Context: an optimization exercise on an open-source flow, tuned for small area, a short achievable clock period and few clock cycles per item. The choices shown serve that exercise and are no tape-out recipe. The RTL of this run was laid out without a check of its function. No activity file was given, so power comes from the tool's default toggle rates.

## constraint.sdc

```tcl
create_clock -name core_clock -period 10.0 [get_ports {clk}]
set_input_delay 2.0000 -clock core_clock [delete_from_list [all_inputs] [get_ports {clk}]]
set_output_delay 2.0000 -clock core_clock [all_outputs]
set_load 0.01 [all_outputs]
```

## run.sh

```bash
#!/bin/bash
# synth_recipe.tcl (not shown) runs the flow's synth.tcl, then flattens the netlist and writes it again
# the make line also repeats each setting of config.mk as NAME=value (left out here)
make -C /OpenROAD-flow-scripts/flow DESIGN_CONFIG=/design/flow/config.mk WORK_HOME=/design/flow/orfs CLKGATE_MAP_FILE= SYNTH_SCRIPT=/design/flow/synth_recipe.tcl finish
```

## design.v

```verilog
`default_nettype none
package pee_pkg;
	localparam int DEFAULT_STACK_DEPTH = 16;
	localparam int WORD_W = 32;
	localparam int SYM_W = 8;
	localparam logic [SYM_W-1:0] SYM_ZERO  = 8'h30;
	localparam logic [SYM_W-1:0] SYM_NINE  = 8'h39;
	localparam logic [SYM_W-1:0] SYM_PLUS  = 8'h2B;
	localparam logic [SYM_W-1:0] SYM_MINUS = 8'h2D;
	localparam logic [SYM_W-1:0] SYM_TIMES = 8'h2A;
	localparam logic [SYM_W-1:0] SYM_SLASH = 8'h2F;
	typedef enum logic [3:0] {
		ST_CLEAR,
		ST_IDLE,
		ST_POP2,
		ST_MUL,
		ST_DIVB,
		ST_DIV1,
		ST_DIV2,
		ST_DIVF
	} seq_state_t;
endpackage
`default_nettype wire
`default_nettype none
module postfix_expression_evaluator #(
	parameter int STACK_DEPTH = pee_pkg::DEFAULT_STACK_DEPTH
) (
	input  wire logic        clk,
	input  wire logic        arst_n,
	input  wire logic        s_axis_tvalid,
	output logic             s_axis_tready,
	input  wire logic [7:0]  s_axis_tdata,    
	input  wire logic        s_axis_tlast,    
	output logic             m_axis_tvalid,
	input  wire logic        m_axis_tready,
	output logic [31:0]      m_axis_tdata,    
	output logic [1:0]       m_axis_tuser     
);
	localparam int MEM_N = STACK_DEPTH - 2;
	localparam int DEPTH_W = $clog2(STACK_DEPTH + 1);
	localparam int IDX_W = $clog2(MEM_N);
	localparam int W = pee_pkg::WORD_W;
	localparam int SYMB = 10;   
	pee_pkg::seq_state_t state_q, state_d;
	logic h_v, s_v;
	logic [SYMB-1:0] h_q, s_q, in_dec;
	logic push, take, idle;
	logic in_last, in_dig, in_add, in_sub, in_mul, in_div;
	logic [3:0] in_val;
	assign in_dec = {s_axis_tlast,
		(s_axis_tdata >= pee_pkg::SYM_ZERO) && (s_axis_tdata <= pee_pkg::SYM_NINE),
		s_axis_tdata == pee_pkg::SYM_PLUS,
		s_axis_tdata == pee_pkg::SYM_MINUS,
		s_axis_tdata == pee_pkg::SYM_TIMES,
		s_axis_tdata == pee_pkg::SYM_SLASH,
		s_axis_tdata[3:0]};
	assign s_axis_tready = !s_v;
	assign push = s_axis_tvalid && !s_v;
	assign {in_last, in_dig, in_add, in_sub, in_mul, in_div, in_val} = h_q;
	always_ff @(posedge clk or negedge arst_n) begin
		if (!arst_n) begin
			h_v <= 1'b0;
			s_v <= 1'b0;
		end else if (take) begin
			h_v <= s_v || push;
			s_v <= 1'b0;
		end else if (push) begin
			h_v <= 1'b1;
			s_v <= h_v;
		end
	end
	always_ff @(posedge clk) begin
		if (take) begin
			h_q <= s_v ? s_q : in_dec;
		end else if (push && !h_v) begin
			h_q <= in_dec;
		end
		if (push && h_v && !take) begin
			s_q <= in_dec;
		end
	end
	logic [W-1:0] t_q, n_q, w_q;
	logic [W-1:0] mem [MEM_N];
	logic [DEPTH_W-1:0] d_q;
	logic [4:0] cnt_q;
	logic prev_q, neg_q, cur_last_q, dz_q, ov_q, outp_q;
	assign idle = (state_q == pee_pkg::ST_IDLE);
	logic st_clear, pend;
	assign st_clear = (state_q == pee_pkg::ST_CLEAR);
	assign pend = idle && outp_q;
	assign take = h_v && idle && (!outp_q || (m_axis_tready && in_dig));
	logic [W-1:0] popv;
	logic pop_ones;
	logic [DEPTH_W-1:0] d_binop, d_pop;
	logic full, ge2, ge3;
	logic [IDX_W-1:0] rd_idx, wr_idx;
	assign full = (d_q == DEPTH_W'(STACK_DEPTH));
	assign ge2 = (d_q >= DEPTH_W'(2));
	assign ge3 = (d_q >= DEPTH_W'(3));
	assign rd_idx = IDX_W'(d_q - DEPTH_W'(3));
	assign wr_idx = IDX_W'(d_q - DEPTH_W'(2));
	assign popv = mem[rd_idx] | {W{pop_ones}};
	assign d_binop = ge2 ? (d_q - DEPTH_W'(1)) : DEPTH_W'(1);
	assign d_pop = (d_q != '0) ? (d_q - DEPTH_W'(1)) : '0;
	logic bp, b_one, b_two, b_neg, mul_done;
	assign bp = idle ? 1'b0 : prev_q;
	assign b_one = t_q[0] ^ bp;
	assign b_two = (t_q[1] & !t_q[0] & !bp) | (!t_q[1] & t_q[0] & bp);
	assign b_neg = t_q[1] & !(t_q[0] & bp);
	assign mul_done = (&t_q[W-1:1]) || !(|t_q[W-1:1]);
	logic b_small, a_small, a_zero;
	logic [4:0] mb, ma, q5;
	logic [5:0] sdiv6;
	assign b_small = (&n_q[W-1:4]) || !(|n_q[W-1:4]);
	assign a_small = (&t_q[W-1:4]) || !(|t_q[W-1:4]);
	assign a_zero = (t_q == '0);
	assign mb = n_q[4] ? (5'd0 - n_q[4:0]) : n_q[4:0];
	assign ma = t_q[4] ? (5'd0 - t_q[4:0]) : t_q[4:0];
	logic [9:0] sd_key;
	assign sd_key = {mb, ma};
	assign q5[0] = (sd_key == 10'd33)
		| (sd_key == 10'd66)
		| (sd_key == 10'd97)
		| (sd_key == 10'd98)
		| (sd_key == 10'd99)
		| (sd_key == 10'd131)
		| (sd_key == 10'd132)
		| (sd_key == 10'd161)
		| (sd_key == 10'd163)
		| (sd_key == 10'd164)
		| (sd_key == 10'd165)
		| (sd_key == 10'd194)
		| (sd_key == 10'd196)
		| (sd_key == 10'd197)
		| (sd_key == 10'd198)
		| (sd_key == 10'd225)
		| (sd_key == 10'd226)
		| (sd_key == 10'd228)
		| (sd_key == 10'd229)
		| (sd_key == 10'd230)
		| (sd_key == 10'd231)
		| (sd_key == 10'd261)
		| (sd_key == 10'd262)
		| (sd_key == 10'd263)
		| (sd_key == 10'd264)
		| (sd_key == 10'd289)
		| (sd_key == 10'd291)
		| (sd_key == 10'd293)
		| (sd_key == 10'd294)
		| (sd_key == 10'd295)
		| (sd_key == 10'd296)
		| (sd_key == 10'd297)
		| (sd_key == 10'd322)
		| (sd_key == 10'd323)
		| (sd_key == 10'd326)
		| (sd_key == 10'd327)
		| (sd_key == 10'd328)
		| (sd_key == 10'd329)
		| (sd_key == 10'd330)
		| (sd_key == 10'd353)
		| (sd_key == 10'd354)
		| (sd_key == 10'd355)
		| (sd_key == 10'd358)
		| (sd_key == 10'd359)
		| (sd_key == 10'd360)
		| (sd_key == 10'd361)
		| (sd_key == 10'd362)
		| (sd_key == 10'd363)
		| (sd_key == 10'd388)
		| (sd_key == 10'd391)
		| (sd_key == 10'd392)
		| (sd_key == 10'd393)
		| (sd_key == 10'd394)
		| (sd_key == 10'd395)
		| (sd_key == 10'd396)
		| (sd_key == 10'd417)
		| (sd_key == 10'd420)
		| (sd_key == 10'd423)
		| (sd_key == 10'd424)
		| (sd_key == 10'd425)
		| (sd_key == 10'd426)
		| (sd_key == 10'd427)
		| (sd_key == 10'd428)
		| (sd_key == 10'd429)
		| (sd_key == 10'd450)
		| (sd_key == 10'd452)
		| (sd_key == 10'd456)
		| (sd_key == 10'd457)
		| (sd_key == 10'd458)
		| (sd_key == 10'd459)
		| (sd_key == 10'd460)
		| (sd_key == 10'd461)
		| (sd_key == 10'd462)
		| (sd_key == 10'd481)
		| (sd_key == 10'd482)
		| (sd_key == 10'd483)
		| (sd_key == 10'd484)
		| (sd_key == 10'd485)
		| (sd_key == 10'd488)
		| (sd_key == 10'd489)
		| (sd_key == 10'd490)
		| (sd_key == 10'd491)
		| (sd_key == 10'd492)
		| (sd_key == 10'd493)
		| (sd_key == 10'd494)
		| (sd_key == 10'd495)
		| (sd_key == 10'd515)
		| (sd_key == 10'd517)
		| (sd_key == 10'd521)
		| (sd_key == 10'd522)
		| (sd_key == 10'd523)
		| (sd_key == 10'd524)
		| (sd_key == 10'd525)
		| (sd_key == 10'd526)
		| (sd_key == 10'd527)
		| (sd_key == 10'd528);
	assign q5[1] = (sd_key == 10'd65)
		| (sd_key == 10'd97)
		| (sd_key == 10'd130)
		| (sd_key == 10'd162)
		| (sd_key == 10'd193)
		| (sd_key == 10'd194)
		| (sd_key == 10'd195)
		| (sd_key == 10'd225)
		| (sd_key == 10'd226)
		| (sd_key == 10'd227)
		| (sd_key == 10'd259)
		| (sd_key == 10'd260)
		| (sd_key == 10'd291)
		| (sd_key == 10'd292)
		| (sd_key == 10'd321)
		| (sd_key == 10'd323)
		| (sd_key == 10'd324)
		| (sd_key == 10'd325)
		| (sd_key == 10'd353)
		| (sd_key == 10'd355)
		| (sd_key == 10'd356)
		| (sd_key == 10'd357)
		| (sd_key == 10'd386)
		| (sd_key == 10'd388)
		| (sd_key == 10'd389)
		| (sd_key == 10'd390)
		| (sd_key == 10'd418)
		| (sd_key == 10'd420)
		| (sd_key == 10'd421)
		| (sd_key == 10'd422)
		| (sd_key == 10'd449)
		| (sd_key == 10'd450)
		| (sd_key == 10'd452)
		| (sd_key == 10'd453)
		| (sd_key == 10'd454)
		| (sd_key == 10'd455)
		| (sd_key == 10'd481)
		| (sd_key == 10'd482)
		| (sd_key == 10'd484)
		| (sd_key == 10'd485)
		| (sd_key == 10'd486)
		| (sd_key == 10'd487)
		| (sd_key == 10'd517)
		| (sd_key == 10'd518)
		| (sd_key == 10'd519)
		| (sd_key == 10'd520);
	assign q5[2] = (sd_key == 10'd129)
		| (sd_key == 10'd161)
		| (sd_key == 10'd193)
		| (sd_key == 10'd225)
		| (sd_key == 10'd258)
		| (sd_key == 10'd290)
		| (sd_key == 10'd322)
		| (sd_key == 10'd354)
		| (sd_key == 10'd385)
		| (sd_key == 10'd386)
		| (sd_key == 10'd387)
		| (sd_key == 10'd417)
		| (sd_key == 10'd418)
		| (sd_key == 10'd419)
		| (sd_key == 10'd449)
		| (sd_key == 10'd450)
		| (sd_key == 10'd451)
		| (sd_key == 10'd481)
		| (sd_key == 10'd482)
		| (sd_key == 10'd483)
		| (sd_key == 10'd515)
		| (sd_key == 10'd516);
	assign q5[3] = (sd_key == 10'd257)
		| (sd_key == 10'd289)
		| (sd_key == 10'd321)
		| (sd_key == 10'd353)
		| (sd_key == 10'd385)
		| (sd_key == 10'd417)
		| (sd_key == 10'd449)
		| (sd_key == 10'd481)
		| (sd_key == 10'd514);
	assign q5[4] = (sd_key == 10'd513);
	assign sdiv6 = !a_small ? 6'd0 : (n_q[W-1] ^ t_q[W-1]) ? (6'd0 - {1'b0, q5}) : {1'b0, q5};
	logic xs_n, xs_w;                       
	logic ys_t, ys_n, ys_n2, inv;           
	logic ts_sum, ts_n, ts_sh, ts_q, ts_sm;  
	logic ns_t, ns_pop, ns_sum, ns_l2, ns_l1, ns_r1;
	logic w_en;
	logic [5:0] s6;
	logic [DEPTH_W-1:0] d_d;
	logic [4:0] cnt_d;
	logic prev_d, neg_d;
	logic wr_en, dz_set, ov_set, fin, last_now, clr_flags, t_en, n_en;
	logic [W-1:0] x_op, y_op, sum;
	logic cout;
	logic op_dig, op_bin, op_mul, op_div, op_oth;
	assign last_now = idle ? in_last : cur_last_q;
	assign op_dig = take && in_dig;
	assign op_bin = take && (in_add || in_sub);
	assign op_mul = (take && in_mul) || (state_q == pee_pkg::ST_MUL);
	assign op_div = take && in_div;
	assign op_oth = take && !(in_dig || in_add || in_sub || in_mul || in_div);
	always_comb begin
		xs_n = 1'b0; xs_w = 1'b0;
		ys_t = 1'b0; ys_n = 1'b0; ys_n2 = 1'b0; inv = 1'b0;
		ts_sum = 1'b0; ts_n = 1'b0; ts_sh = 1'b0; ts_q = 1'b0; ts_sm = 1'b0;
		ns_t = 1'b0; ns_pop = 1'b0; ns_sum = 1'b0; ns_l2 = 1'b0; ns_l1 = 1'b0; ns_r1 = 1'b0;
		w_en = 1'b0;
		s6 = 6'd0;
		pop_ones = !ge3;
		state_d = state_q;
		d_d = d_q;
		cnt_d = cnt_q;
		prev_d = prev_q;
		neg_d = neg_q;
		wr_en = 1'b0;
		dz_set = 1'b0;
		ov_set = 1'b0;
		fin = 1'b0;
		clr_flags = 1'b0;
		case (state_q)
			pee_pkg::ST_CLEAR: begin
				ts_sm = 1'b1;
				s6 = 6'h3F;
				ns_pop = 1'b1;
				pop_ones = 1'b1;
				d_d = '0;
				clr_flags = 1'b1;
				state_d = pee_pkg::ST_IDLE;
			end
			pee_pkg::ST_IDLE: begin
				if (pend) begin
					ts_sm = 1'b1;
					s6 = (h_v && in_dig) ? {2'b00, in_val} : 6'h3F;
					ns_pop = 1'b1;
					pop_ones = 1'b1;
					d_d = (h_v && in_dig) ? DEPTH_W'(1) : DEPTH_W'(0);
					clr_flags = 1'b1;
					fin = h_v && in_dig;
				end else if (h_v) begin
					if (in_dig) begin
						if (full) begin
							ov_set = 1'b1;
						end else begin
							ts_sm = 1'b1;
							s6 = {2'b00, in_val};
							ns_t = 1'b1;
							wr_en = ge2;
							d_d = d_q + DEPTH_W'(1);
						end
						fin = 1'b1;
					end else if (in_add || in_sub) begin
						xs_n = 1'b1;
						ys_t = 1'b1;
						inv = in_sub;
						ts_sum = 1'b1;
						ns_pop = 1'b1;
						d_d = d_binop;
						fin = 1'b1;
					end else if (in_mul) begin
						ys_n = b_one;
						ys_n2 = b_two;
						inv = b_neg;
						if (mul_done) begin
							ts_sum = 1'b1;
							ns_pop = 1'b1;
							d_d = d_binop;
							fin = 1'b1;
						end else begin
							w_en = 1'b1;
							ts_sh = 1'b1;
							ns_l2 = 1'b1;
							prev_d = t_q[1];
							state_d = pee_pkg::ST_MUL;
						end
					end else if (in_div) begin
						ys_n = 1'b1;
						inv = n_q[W-1];
						if (a_zero || b_small) begin
							ts_sm = 1'b1;
							s6 = sdiv6;
							dz_set = a_zero;
							ns_pop = 1'b1;
							d_d = d_binop;
							fin = 1'b1;
						end else begin
							w_en = 1'b1;
							neg_d = t_q[W-1] ^ n_q[W-1];
							state_d = pee_pkg::ST_DIVB;
						end
					end else begin
						ts_n = 1'b1;
						ns_pop = 1'b1;
						d_d = d_pop;
						state_d = pee_pkg::ST_POP2;
					end
				end
			end
			pee_pkg::ST_POP2: begin
				ts_n = 1'b1;
				ns_pop = 1'b1;
				d_d = d_pop;
				fin = 1'b1;
			end
			pee_pkg::ST_MUL: begin
				xs_w = 1'b1;
				ys_n = b_one;
				ys_n2 = b_two;
				inv = b_neg;
				if (mul_done) begin
					ts_sum = 1'b1;
					ns_pop = 1'b1;
					d_d = d_binop;
					fin = 1'b1;
				end else begin
					w_en = 1'b1;
					ts_sh = 1'b1;
					ns_l2 = 1'b1;
					prev_d = t_q[1];
				end
			end
			pee_pkg::ST_DIVB: begin
				ys_t = 1'b1;
				inv = t_q[W-1];
				ns_sum = 1'b1;
				ts_sm = 1'b1;
				s6 = 6'd0;
				cnt_d = '0;
				state_d = pee_pkg::ST_DIV1;
			end
			pee_pkg::ST_DIV1: begin
				xs_w = 1'b1;
				ys_n2 = 1'b1;
				inv = 1'b1;
				if (!n_q[W-1] && cout) begin
					ns_l1 = 1'b1;
					cnt_d = cnt_q + 5'd1;
				end else begin
					state_d = pee_pkg::ST_DIV2;
				end
			end
			pee_pkg::ST_DIV2: begin
				xs_w = 1'b1;
				ys_n = 1'b1;
				inv = 1'b1;
				w_en = cout;
				ts_q = 1'b1;
				ns_r1 = 1'b1;
				cnt_d = cnt_q - 5'd1;
				if (cnt_q == '0) begin
					state_d = pee_pkg::ST_DIVF;
				end
			end
			pee_pkg::ST_DIVF: begin
				ys_t = 1'b1;
				inv = neg_q;
				ts_sum = 1'b1;
				ns_pop = 1'b1;
				d_d = d_binop;
				fin = 1'b1;
			end
			default: ;
		endcase
		if (fin) begin
			state_d = pee_pkg::ST_IDLE;
		end
	end
	assign x_op = ({W{xs_n}} & n_q) | ({W{xs_w}} & w_q);
	assign y_op = ({W{ys_t}} & t_q) | ({W{ys_n}} & n_q) | ({W{ys_n2}} & {n_q[W-2:0], 1'b0});
	assign {cout, sum} = {1'b0, x_op} + {1'b0, y_op ^ {W{inv}}} + {{W{1'b0}}, inv};
	assign t_en = pend ? m_axis_tready : 1'b1;
	assign n_en = t_en;
	always_ff @(posedge clk or negedge arst_n) begin
		if (!arst_n) begin
			state_q <= pee_pkg::ST_CLEAR;
			d_q <= '0;
			dz_q <= 1'b0;
			ov_q <= 1'b0;
			outp_q <= 1'b0;
		end else begin
			state_q <= state_d;
			if (t_en) begin
				d_q <= d_d;
			end
			if (clr_flags && t_en) begin
				dz_q <= 1'b0;
				ov_q <= 1'b0;
			end else begin
				dz_q <= dz_q | dz_set;
				ov_q <= ov_q | ov_set;
			end
			if (fin && last_now && t_en) begin
				outp_q <= 1'b1;
			end else if (m_axis_tready) begin
				outp_q <= 1'b0;
			end
		end
	end
	always_ff @(posedge clk) begin
		if (t_en) begin
			t_q <= ({W{ts_sum}} & sum)
				| ({W{ts_n}} & n_q)
				| ({W{ts_sh}} & {{2{t_q[W-1]}}, t_q[W-1:2]})
				| ({W{ts_q}} & {t_q[W-2:0], cout})
				| ({W{ts_sm}} & {{(W-6){s6[5]}}, s6})
				| ({W{!(ts_sum | ts_n | ts_sh | ts_q | ts_sm)}} & t_q);
		end
		if (n_en) begin
			n_q <= ({W{ns_t}} & t_q)
				| ({W{ns_pop}} & popv)
				| ({W{ns_sum}} & sum)
				| ({W{ns_l2}} & {n_q[W-3:0], 2'b00})
				| ({W{ns_l1}} & {n_q[W-2:0], 1'b0})
				| ({W{ns_r1}} & {1'b0, n_q[W-1:1]})
				| ({W{!(ns_t | ns_pop | ns_sum | ns_l2 | ns_l1 | ns_r1)}} & n_q);
		end
		if (w_en) begin
			w_q <= sum;
		end
		cnt_q <= cnt_d;
		prev_q <= prev_d;
		neg_q <= neg_d;
		if (take) begin
			cur_last_q <= in_last;
		end
		if (wr_en) begin
			mem[wr_idx] <= n_q;
		end
	end
	assign m_axis_tvalid = outp_q;
	assign m_axis_tdata = t_q;
	assign m_axis_tuser = {ov_q, dz_q};
endmodule
`default_nettype wire
```

## config.mk

```make
export PLATFORM = sky130hd
export DESIGN_NAME = postfix_expression_evaluator
export DESIGN_NICKNAME = postfix_expression_evaluator
export VERILOG_FILES = /design/flow/design.v
export SDC_FILE = /design/flow/constraint.sdc
export NUM_CORES = 4
export LEC_CHECK = 0
export ABC_CLOCK_PERIOD_IN_PS = 3000
export CAP_MARGIN = 20
export CORE_MARGIN = 2
export CORE_UTILIZATION = 40
export SETUP_SLACK_MARGIN = 5
export SLEW_MARGIN = 20
```

==> run notes <==
status=finished clean; IO Pins=49; initial antenna violation count=0; Critical R2R Launch=state_q[2]; vias in the first global route=around 22000; fin util=a little under half; CTS HTree Levels=2; fraction of layout instances using a drive strength above 1=between 20 and 25%; synth-to-layout area growth=18.79%; Synth warnings=1; FFs w/ async S/R, synth=roughly 2.2%; PortBufs=48; Leakage=11.87 nW; Slowest Stage Delay on Critical Path=between 400 and 500 ps; setup total negative slack=0 ps; clock latency (worst-skew pair)=approximately 670 ps; Worst Min Path Start=h_q[9]; CP Launch Type=flip-flop; clk_skew=54.06 ps; pwr dens=174.6 nW/um^2; commonest non-fill, non-tap cell in the layout=edfxtp_1; Post-Syn Area=30030 sq um; Post-Synthesis Cells=between 2000 and 2500; Tot Pwr=6.226 mW; clock-pin slew on the worst setup and hold paths=60 ps; Die Ht=278.0 microns; CP Launch Point=state_q[2]; Slew Limit Fails=0; Max Fclk=between 150 and 200 MHz; worst relative slew slack=roughly 23%; Post-DP HPWL=around 56000 microns; Seq cells post-synth=a little under 600; setup repair after global routing missed its margin=yes; Setup Viol. Count Final=0; Synth Flop Type=edfxtp_1; row count=100; final worst-path setup slack=around 4700 ps; critical path's slowest cell=dfrtp_4; worst hold slack=roughly 460 ps; most frequent cells in the layout=edfxtp_1, nand2_1, buf_4; CP arrival=about 5600 ps; drt total wl=95970 microns; Final Wtd Congestion=~0.92; Initial DRC Count=around 3000; remaining antenna violation count after routing=0; first-pass GRT wire length=approximately 140000 microns; area of the multi-input gates=~13000 sq um; worst path bufs/invs=4; maxcap violations=0; filler cell count=around 6500; largest net degree at the start of global routing=roughly 100; mean routed wirelength per cell=~28 microns; slew of the pin with the lowest slew margin=around 1200 ps; Seq. cell area=~18000 sq um; 1st-pass router iterations=10; via/cell ratio=approximately 6.5; CTS tree=built; crit path capture type=flip-flop; Hold Path Class=reg2reg; Final #Nets=approximately 2500; Peak VDD IR=around 0.15 mV; Avg Inst Size Synth=roughly 13 sq um; Post-synth EDFFs=roughly 570; fin crit period=~5300 ps; setup slack at placement=~3200 ps; critical setup path kind=reg2reg; DRC Markers=0; syn nets=2397; # hold bufs at CTS=0; vias after detailed routing=between 20000 and 25000; total grt overflow=0; sequential share of the synthesized area=between 50% and 60%; delay-heaviest family, CP=simple AND/OR/NAND/NOR gates; Initial Util=40.40%; Die X=278.0 microns; core area=between 70000 and 80000 sq um; Unique masters post-synth=95; Die ar.=77270 sq um; CP dominant cell by count=buf_4; critical-path cell list=or3b_4 > and2_4 > ha_4 > nand3b_1 > nand2_4 > buf_4 > a32o_4 > buf_12 > buf_4 > a222oi_1 > xnor2_1 > ha_1 > nand3_2 > nor2_4 > nand3_1 > nor3b_2 > buf_4 > o31ai_4 > and2_4 > or3_4 > a21oi_4; Ant. Diodes=0; clk root buf=clkbuf_16; fin crit share=53.04%; GRT Util Overall=about a quarter; crit-path max FO=6; total CTS buffers=61; clock sink count=around 590; clock buffer depth=3; Final Hold Vio Count=0; Worst EP required=10310 ps
[sequential cells by signal (all words and copies together), names as in the netlist]
signal	count
h_v	1
n_q	32
dz_q	1
neg_q	1
mem	448
cnt_q	5
t_q	32
prev_q	1
cur_last_q	1
w_q	32
s_v	1
h_q	10
s_q	10
outp_q	1
d_q	5
ov_q	1
state_q	3
[cells in the mapped netlist (18+ instances only)]
library cell,n,area [sq um]
a211oi_1,43,322.8
a21o_1,25,187.7
a21oi_1,82,410.4
a221o_1,22,220.2
a222oi_1,92,920.9
a22o_1,34,297.8
a31oi_1,44,275.3
buf_1,21,78.83
clkbuf_1,148,555.5
edfxtp_1,572,17180
ha_1,50,625.6
inv_1,46,172.7
mux2i_1,35,350.3
mux4_2,97,2185
nand2_1,239,897.1
nand3_1,37,185.2
nand4_1,45,281.5
nor2_1,144,540.5
nor2b_1,18,112.6
nor3_1,30,150.1
nor4_1,25,156.4
o21ai_0,101,505.5
xnor2_1,61,534.3
[path summary, 6_finish.rpt]
kind / to / slack (ps) / depth (start not counted)
worst max-delay path: cnt_q[0] / 4700 / 21
worst min-delay path: cur_last_q / 460 / 0
worst max register to register: cnt_q[0] / 4700 / 21
worst min register to register: cur_last_q / 460 / 0
max in group asynchronous: state_q[1] / 7590 / 1
min in group asynchronous: d_q[0] / 1830 / 1
[cells by family after synthesis]
kind of cell	Yosys count	share of synthesized area [%]
buffers and inverters	239	3.155
and+or+nand+nor	634	10.18
muxes	137	8.630
AOI/OAI and AO/OA	607	15.23
DFF	585	58.29
xor gates and xnor gates	78	2.300
adders and majority gates	52	2.217
[stage by stage]
step	cell area (sq um)	cells
after floorplan	30180	2332
after global placement	31700	3216
after detailed placement	31700	3216
after CTS	34960	3404
after global routing	35670	3446
final	35670	3446
[area by class of cell]
type / count / area share, %
Clock inverter: 41 / 1.386
Sequential cell: 585 / 49.12
Multi-Input combinational cell: 1512 / 35.24
Timing Repair Buffer: 218 / 5.922
Clock buffer: 74 / 4.417
Inverter: 47 / 0.5157
Tap cell: 969 / 3.399
[per-layer routing]
metal / part of all wire, % / wire [microns] / track usage [%]
met5: 0 / 0 / 0
met4: 4.0 / 3830 / 8.995
met2: 47 / 44720 / 38.30
met1: 41 / 39200 / 33.40
met3: 8.6 / 8214 / 4.483
[report_power, final]
group / total (mW) / internal, mW / leakage, nW / switching (mW)
clock: 2.32 / 1.34 / 0.977 / 0.983
combinational: 0.935 / 0.375 / 5.61 / 0.560
sequential: 2.97 / 2.80 / 5.28 / 0.170
[what timing repair did]
| action | 4_1_cts | 5_1_grt |
|---|---|---|
| buffers inserted | 64 | 39 |
| cloned | 9 | 2 |
| gates resized for setup | 123 | 83 |
| endpoints found under the setup margin | 126 | 100 |
| pin swaps | 59 | 82 |

what the ideal ports hide:
In the flow no input, the clock included, has a driving cell. The finished layout below was timed again as built, in two steps. Step 1 sets driving cells, clkbuf_16 on the clock port and buf_2 on the other inputs (assumed; they add their load-dependent delay and slew). Step 2 moves the port delays by t, midway between the first and last clock arrival at a register: inputs arrive t later, outputs are due t later. That takes back most of the time a late clock gives input paths. a / b / c = ideal / step 1 / step 2; a / b = the first two.
t (ns): 0.712
slack for setup (ns): 4.696 / 4.696 / 4.696
worst register clock-pin slew, ns: 0.07 / 0.07
After both steps this run still meets setup and hold. For this run, drivers alone change the setup slack by 0.000 ns; drivers and shift together by 0.000 ns.
